Background: an optimization exercise with open tools, aiming at small area and a short achievable clock period. Do not read the settings as production practice. Where RTL was checked, it was by simulation tests only, not by an equivalence proof against the original. Power is estimated from default activity; no workload was simulated.

Setup of the reference run:
==> module unified_mem_pipe, before the edit <==
module unified_mem_pipe #(
    parameter int ADDR_W   = 6,
    parameter int READ_LAT = 1,
    parameter int CNT_W    = 16
) (
    input  logic              clk,
    input  logic              rst_n,
    input  logic              if_req,
    input  logic [ADDR_W-1:0] if_addr,
    output logic              if_ready,
    output logic              if_valid,
    output logic [31:0]       if_rdata,
    input  logic              d_req,
    input  logic              d_we,
    input  logic [2:0]        d_funct3,
    input  logic [ADDR_W-1:0] d_addr,
    input  logic [31:0]       d_wdata,
    output logic              d_ready,
    output logic              d_valid,
    output logic [31:0]       d_rdata,
    output logic              d_err,
    output logic [CNT_W-1:0]  conflict_cnt
);
    localparam int WA    = ADDR_W - 2;
    localparam int WORDS = 2 ** WA;
    logic [31:0]       mem [WORDS];
    logic              d_acc;
    logic              if_acc;
    logic              d_err_c;
    logic              d_wr;
    logic [3:0]        be;
    logic [31:0]       wd;
    logic [WA-1:0]     ra;
    logic [31:0]       rd_word;
    logic [7:0]        rd_byte;
    logic [15:0]       rd_half;
    logic [31:0]       ld_val;
    logic [CNT_W-1:0]  cnt_q;
    logic              d_vld_p0_q;
    logic              d_err_p0_q;
    logic [31:0]       d_rdata_p0_q;
    logic              if_vld_p0_q;
    logic [31:0]       if_rdata_p0_q;
    function automatic logic acc_err(input logic we, input logic [2:0] f3, input logic [1:0] a);
        logic e;
        case (f3)
            3'b000:  e = 1'b0;
            3'b001:  e = a[0];
            3'b010:  e = (a != 2'b00);
            3'b100:  e = we;
            3'b101:  e = we | a[0];
            default: e = 1'b1;
        endcase
        acc_err = e;
    endfunction
    assign d_ready  = rst_n;
    assign if_ready = rst_n & ~d_req;
    assign d_acc    = rst_n & d_req;
    assign if_acc   = rst_n & if_req & ~d_req;
    assign d_err_c  = acc_err(d_we, d_funct3, d_addr[1:0]);
    assign d_wr     = d_acc & d_we & ~d_err_c;
    always_comb begin
        case (d_funct3[1:0])
            2'b00:   be = 4'b0001 << d_addr[1:0];
            2'b01:   be = d_addr[1] ? 4'b1100 : 4'b0011;
            default: be = 4'b1111;
        endcase
    end
    assign wd[7:0]   = d_wdata[7:0];
    assign wd[15:8]  = (d_funct3[1:0] == 2'b00) ? d_wdata[7:0] : d_wdata[15:8];
    assign wd[23:16] = d_funct3[1] ? d_wdata[23:16] : d_wdata[7:0];
    assign wd[31:24] = d_funct3[1] ? d_wdata[31:24] :
                       (d_funct3[0] ? d_wdata[15:8] : d_wdata[7:0]);
    always_ff @(posedge clk) begin
        for (int k = 0; k < 4; k++)
            if (d_wr && be[k]) mem[d_addr[ADDR_W-1:2]][8*k +: 8] <= wd[8*k +: 8];
    end
    assign ra      = d_req ? d_addr[ADDR_W-1:2] : if_addr[ADDR_W-1:2];
    always_comb begin
        rd_word = '0;
        for (int w = 0; w < WORDS; w++)
            rd_word = rd_word | (mem[w] & {32{ra == WA'(w)}});
    end
    assign rd_byte = rd_word[8*d_addr[1:0] +: 8];
    assign rd_half = d_addr[1] ? rd_word[31:16] : rd_word[15:0];
    always_comb begin
        case (d_funct3)
            3'b000:  ld_val = {{24{rd_byte[7]}}, rd_byte};
            3'b001:  ld_val = {{16{rd_half[15]}}, rd_half};
            3'b100:  ld_val = {24'h0, rd_byte};
            3'b101:  ld_val = {16'h0, rd_half};
            default: ld_val = rd_word;
        endcase
    end
    always_ff @(posedge clk or negedge rst_n) begin
        if (!rst_n) begin
            d_vld_p0_q    <= 1'b0;
            d_err_p0_q    <= 1'b0;
            d_rdata_p0_q  <= '0;
            if_vld_p0_q   <= 1'b0;
            if_rdata_p0_q <= '0;
            cnt_q         <= '0;
        end else begin
            d_vld_p0_q    <= d_acc;
            d_err_p0_q    <= d_acc & d_err_c;
            d_rdata_p0_q  <= (d_acc && !d_we && !d_err_c) ? ld_val : '0;
            if_vld_p0_q   <= if_acc;
            if_rdata_p0_q <= if_acc ? rd_word : '0;
            if (if_req && d_req && !(&cnt_q)) cnt_q <= cnt_q + CNT_W'(1);
        end
    end
    generate
        if (READ_LAT >= 2) begin : g_lat2
            logic        d_vld_p1_q;
            logic        d_err_p1_q;
            logic [31:0] d_rdata_p1_q;
            logic        if_vld_p1_q;
            logic [31:0] if_rdata_p1_q;
            always_ff @(posedge clk or negedge rst_n) begin
                if (!rst_n) begin
                    d_vld_p1_q    <= 1'b0;
                    d_err_p1_q    <= 1'b0;
                    d_rdata_p1_q  <= '0;
                    if_vld_p1_q   <= 1'b0;
                    if_rdata_p1_q <= '0;
                end else begin
                    d_vld_p1_q    <= d_vld_p0_q;
                    d_err_p1_q    <= d_err_p0_q;
                    d_rdata_p1_q  <= d_rdata_p0_q;
                    if_vld_p1_q   <= if_vld_p0_q;
                    if_rdata_p1_q <= if_rdata_p0_q;
                end
            end
            assign d_valid  = d_vld_p1_q;
            assign d_err    = d_err_p1_q;
            assign d_rdata  = d_rdata_p1_q;
            assign if_valid = if_vld_p1_q;
            assign if_rdata = if_rdata_p1_q;
        end else begin : g_lat1
            assign d_valid  = d_vld_p0_q;
            assign d_err    = d_err_p0_q;
            assign d_rdata  = d_rdata_p0_q;
            assign if_valid = if_vld_p0_q;
            assign if_rdata = if_rdata_p0_q;
        end
    endgenerate
    assign conflict_cnt = cnt_q;
endmodule
Settings: LEC_CHECK=0, CAP_MARGIN=20, CORE_MARGIN=2, CORE_UTILIZATION=30, SETUP_SLACK_MARGIN=3.2, SLEW_MARGIN=20; clock period 5.5 ns.
standard.sh (not shown) runs the stock make flow with config.mk's settings and CLKGATE_MAP_FILE= SYNTH_SCRIPT=/design/flow/synth_recipe.tcl, a recipe that flattens the netlist after the stock synthesis.
==> flow/flow/run.sh <==
#!/bin/bash
# Standard synthesis, then the standard layout with two changes: ports are buffered with
# buf_2 instead of the resizer's default pick, and repair may resize a cell to any cell of the
# same function (not only the same footprint). Each make's full output goes to its own log.
set -euo pipefail
bash standard.sh synth > synth.log 2>&1
bash standard.sh MATCH_CELL_FOOTPRINT=0 "BUFFER_PORTS_ARGS=-buffer_cell sky130_fd_sc_hd__buf_2" finish > layout.log 2>&1
Setup changes, the reference run to the trial run
--- a/flow/design.v
+++ b/flow/design.v
@@ -73,17 +73,13 @@
                        (d_funct3[0] ? d_wdata[15:8] : d_wdata[7:0]);
     always_ff @(posedge clk) begin
         for (int k = 0; k < 4; k++)
             if (d_wr && be[k]) mem[d_addr[ADDR_W-1:2]][8*k +: 8] <= wd[8*k +: 8];
     end
     assign ra      = d_req ? d_addr[ADDR_W-1:2] : if_addr[ADDR_W-1:2];
-    always_comb begin
-        rd_word = '0;
-        for (int w = 0; w < WORDS; w++)
-            rd_word = rd_word | (mem[w] & {32{ra == WA'(w)}});
-    end
+    assign rd_word = mem[ra];
     assign rd_byte = rd_word[8*d_addr[1:0] +: 8];
     assign rd_half = d_addr[1] ? rd_word[31:16] : rd_word[15:0];
     always_comb begin
         case (d_funct3)
             3'b000:  ld_val = {{24{rd_byte[7]}}, rd_byte};
             3'b001:  ld_val = {{16{rd_half[15]}}, rd_half};
--- outcome ---
Looking at fraction of met2 tracks used by global routing across the trial run and the reference run, the one that comes out higher is the reference run.
On delay contributed by the slowest stage of the critical path, the reference run tracks the trial run almost exactly.
Compared with the reference run, the trial run shows die footprint that has gone up by a few percent.
| multiplexer share of the synthesized area | the trial run vs the reference run | 12 points higher |
Sort the trial run and the reference run by cell area asc -> top: the trial run
[compare] base=the reference run new=the trial run: area overhead of the layout relative to synthesis now smaller, global-route usage now smaller, detailed-placement wirelength estimate now smaller, synthesized instance count now smaller, number of antenna violations at the first check in global routing now larger.
Of the trial run and the reference run, the run reporting the lower proportion of power drawn by combinational gates was the reference run.
Summary: mapped cell area, the trial run worse than the reference run
The number of non-filler instances in the completed layout in the reference run is 1.06 times that in the trial run.
The trial run contains fewer vias than the reference run.
The RTL of the reference run was laid out without a check of its function.

---

unified_mem_pipe again, from the RTL that the note above started with.
export LEC_CHECK = 0
export CAP_MARGIN = 20
export CORE_MARGIN = 2
export CORE_UTILIZATION = 30
export SETUP_SLACK_MARGIN = 2.5
export SLEW_MARGIN = 20
create_clock -name core_clock -period 5.5 [get_ports {clk}]
Scripts as last shown in full above: flow/flow/run.sh
Change:
--- a/flow/design.v
+++ b/flow/design.v
@@ -74,15 +74,11 @@
     always_ff @(posedge clk) begin
         for (int k = 0; k < 4; k++)
             if (d_wr && be[k]) mem[d_addr[ADDR_W-1:2]][8*k +: 8] <= wd[8*k +: 8];
     end
     assign ra      = d_req ? d_addr[ADDR_W-1:2] : if_addr[ADDR_W-1:2];
-    always_comb begin
-        rd_word = '0;
-        for (int w = 0; w < WORDS; w++)
-            rd_word = rd_word | (mem[w] & {32{ra == WA'(w)}});
-    end
+    assign rd_word = mem[ra];
     assign rd_byte = rd_word[8*d_addr[1:0] +: 8];
     assign rd_half = d_addr[1] ? rd_word[31:16] : rd_word[15:0];
     always_comb begin
         case (d_funct3)
             3'b000:  ld_val = {{24{rd_byte[7]}}, rd_byte};
Result: The changed run passed the timing, design-rule and antenna checks; setup slack gets better by 0.042 ns; flip-flop and latch count stays the same; power climbs by 2.9%; via count drops by 12%; maximum frequency climbs by 1.4%; wire length drops by 16%; cell count drops by 4.4%.
For the first run of this note, only the layout was checked, not whether the RTL still works.

## static timing again, ports no longer ideal
How much do the figures lean on ideal ports? The routed layouts below were timed once more, with nothing changed but the port constraints. Step 1 sets driving cells, clkbuf_16 on the clock port and buf_2 on the other inputs (assumed; they add their load-dependent delay and slew). Step 2 times the ports against the registers' clock, not the clock port: input delays grow and output delays shrink by t, the midpoint of the rising clock arrivals with the driver on. Slacks: no drivers / after step 1 / after step 2; pairs: no drivers / after step 1.
| run | shift t [ns] | setup WS [ns] | pins driven straight from the clock port |
|---|---|---|---|
| the reference run | 0.689 | 2.537 / 2.263 / 1.574 | 1 |
| the trial run | 0.682 | 2.592 / 2.563 / 1.881 | 1 |
| the first run of note 2 | 0.688 | 2.449 / 2.374 / 1.686 | 1 |
| the second run of note 2 | 0.688 | 2.491 / 2.501 / 1.813 | 1 |
After both steps setup and hold are still met in every run listed. The setup slack of the reference run, which loses most, moves by -0.274 ns with the drivers and by -0.963 ns with both steps.
